What follows belongs to an exercise in optimizing a design on an open flow for small area and a short achievable clock period; a production flow would make more cautious choices.
Function was checked by simulation only, so behaviour that the tests miss may differ from the original.
Power and IR drop assume default switching activity.

==> flow/design.v (excerpt) <==
module equalizerTop (
    input  logic S_AXI_ACLK,
    input  logic S_AXI_ARESETN,
    input  logic [5:0] S_AXI_AWADDR,
    input  logic S_AXI_AWVALID,
    output logic S_AXI_AWREADY,
    input  logic [31:0] S_AXI_WDATA,
    input  logic S_AXI_WVALID,
    output logic S_AXI_WREADY,
    output logic [1:0] S_AXI_BRESP,
    output logic S_AXI_BVALID,
    input  logic S_AXI_BREADY,
    input  logic [5:0] S_AXI_ARADDR,
    input  logic S_AXI_ARVALID,
    output logic S_AXI_ARREADY,
    output logic [31:0] S_AXI_RDATA,
    output logic [1:0] S_AXI_RRESP,
    output logic S_AXI_RVALID,
    input  logic S_AXI_RREADY,
    input  logic [207:0] bandIn,       
    input  logic bandValid,
    output logic [15:0] dacWord,
    output logic dacChannel,
    output logic dacValid
);
Size: about 990 flip-flops, roughly 320 I/O pins, roughly 98000 sq um of cells after synthesis.
clock: 10.0 ns
lec_check: 0
cap_margin: 20
core_margin: 2
core_utilization: 60
slew_margin: 20
synth_hierarchical: 1
synth_minimum_keep_size: 0
standard.sh (not shown) runs the stock make flow with config.mk's settings and CLKGATE_MAP_FILE= SYNTH_SCRIPT=/design/flow/synth_recipe.tcl, a recipe that flattens the netlist after the stock synthesis.
==> flow/flow/run.sh <==
#!/bin/bash
set -euo pipefail
SETUP_MARGIN=6.3
bash standard.sh "SETUP_SLACK_MARGIN=${SETUP_MARGIN}" \
    "BUFFER_PORTS_ARGS=-buffer_cell sky130_fd_sc_hd__buf_2" \
    finish > standard.log 2>&1
Change:
==> flow/flow/run.sh (replaced) <==
#!/bin/bash
set -euo pipefail
SETUP_MARGIN=6.1
bash standard.sh "SETUP_SLACK_MARGIN=${SETUP_MARGIN}" \
    "BUFFER_PORTS_ARGS=-buffer_cell sky130_fd_sc_hd__buf_2" \
    finish > standard.log 2>&1
Settings changed: CTS_BUF_LIST from default to sky130_fd_sc_hd__clkbuf_8.
After rerunning: Sequential share of layout area rises by 1.1 points. Non-clock buffer count shrinks by 220. Wire length came out lower slightly. Total power increases slightly. Global-route usage came out lower by 0.16 points. Count of clock-buffer cells in the layout rose by 79.
Change:
Settings changed: CORE_UTILIZATION 60 to 70.
Via count rises by 4.0%.
Total power went up by 1.2%.
Setup slack degrades by 56 ps.
Clock skew fell by 16 ps.

---

old:
equalizerTop, a different RTL version from the one above (not shown whole).
For scale: roughly 1000 flip-flops, roughly 99000 um^2 of cells after synthesis.
Settings: LEC_CHECK=0, CAP_MARGIN=20, CORE_MARGIN=2, CORE_UTILIZATION=60, SLEW_MARGIN=20, SYNTH_HIERARCHICAL=1, SYNTH_MINIMUM_KEEP_SIZE=0; clock period 10.0 ns.
==> flow/flow/run.sh <==
#!/bin/bash
set -euo pipefail
SETUP_MARGIN=6.2
bash standard.sh "SETUP_SLACK_MARGIN=${SETUP_MARGIN}" \
    "BUFFER_PORTS_ARGS=-buffer_cell sky130_fd_sc_hd__buf_2" \
    finish > standard.log 2>&1
[inputs] new vs old
==> flow/flow/run.sh <==
#!/bin/bash
set -euo pipefail
SETUP_MARGIN=6.2
bash standard.sh "SETUP_SLACK_MARGIN=${SETUP_MARGIN}" \
    finish > standard.log 2>&1
==> comparison <==
Per the comparison of new with old, total track usage picked up an extra 0.92 points; number of antenna violations at the first check in global routing picked up an extra 2; data required time of the critical path comparable; reg2reg setup slack dropped 70 ps; static leakage +about 1%. Max global-route wire length before repair across old and new: new. new did not stop at any stage, and its layout met the timing, DRC and antenna checks. Per the comparison of new with old, final critical-path required period rose 84 ps; area added between synthesis and finish higher; total length of routed wires increased about 2.8%; combinational share of power rose 2.0 points.

---

Another version of the RTL of equalizerTop (not shown whole).
For scale: roughly 990 flip-flops, roughly 320 I/O pins.
clock: 10.0 ns
lec_check: 0
cap_margin: 20
core_margin: 2
core_utilization: 60
cts_buf_list: sky130_fd_sc_hd__clkbuf_8
slew_margin: 20
synth_hierarchical: 1
synth_minimum_keep_size: 0
==> flow/flow/run.sh <==
#!/bin/bash
set -euo pipefail
SETUP_MARGIN=6.1
bash standard.sh "SETUP_SLACK_MARGIN=${SETUP_MARGIN}" \
    "BUFFER_PORTS_ARGS=-buffer_cell sky130_fd_sc_hd__buf_2" \
    finish > standard.log 2>&1
Then changed:
==> flow/flow/run.sh (replaced) <==
#!/bin/bash
set -euo pipefail
SETUP_MARGIN=6.3
bash standard.sh "SETUP_SLACK_MARGIN=${SETUP_MARGIN}" \
    "BUFFER_PORTS_ARGS=-buffer_cell sky130_fd_sc_hd__buf_2" \
    finish > standard.log 2>&1
After rerunning: The new run passed the timing, DRC and antenna checks. Worst setup slack got worse by 0.15 ns. Clock skew is higher by 0.025 ns. Wire length is higher by 5.4%. Core utilization is higher by 4.3 points. Area after synthesis does not change. Design area is higher by 6.5%. Sequential cell count is unchanged.

[what the ideal ports hide]
How much do the figures lean on ideal ports? The routed layouts below were timed once more, with nothing changed but the port constraints.
Step 1, drivers: a clkbuf_16 drives S_AXI_ACLK and a buf_2 each remaining input, both assumed.
Step 2 times the ports against the registers' clock, not the clock port: input delays grow and output delays shrink by t, the midpoint of the rising clock arrivals with the driver on.
Three values: ideal, step 1, step 2; two values: the first two.
| run | t (ns) | setup slack, ns | worst setup path after step 2 | cell pins on the clock port's net |
|---|---|---|---|---|
| the first run of note 1 | 0.877 | 5.913 / 5.913 / 5.307 | input to register | 1 |
| the second run of note 1 | 1.054 | 5.887 / 5.887 / 4.998 | input to register | 1 |
| the third run of note 1 | 1.030 | 5.831 / 5.831 / 4.955 | input to register | 1 |
| old | 0.899 | 5.867 / 5.867 / 5.115 | input to register | 1 |
| new | 0.875 | 5.784 / 5.802 / 4.981 | input to register | 1 |
| the first run of note 3 | 1.051 | 5.576 / 5.576 / 4.935 | input to register | 1 |
| the second run of note 3 | 1.075 | 5.428 / 5.428 / 5.153 | input to register | 1 |
After both steps every run listed still meets setup and hold. For the second run of note 1, which loses most, drivers alone change the setup slack by 0.000 ns; drivers and shift together by -0.889 ns.
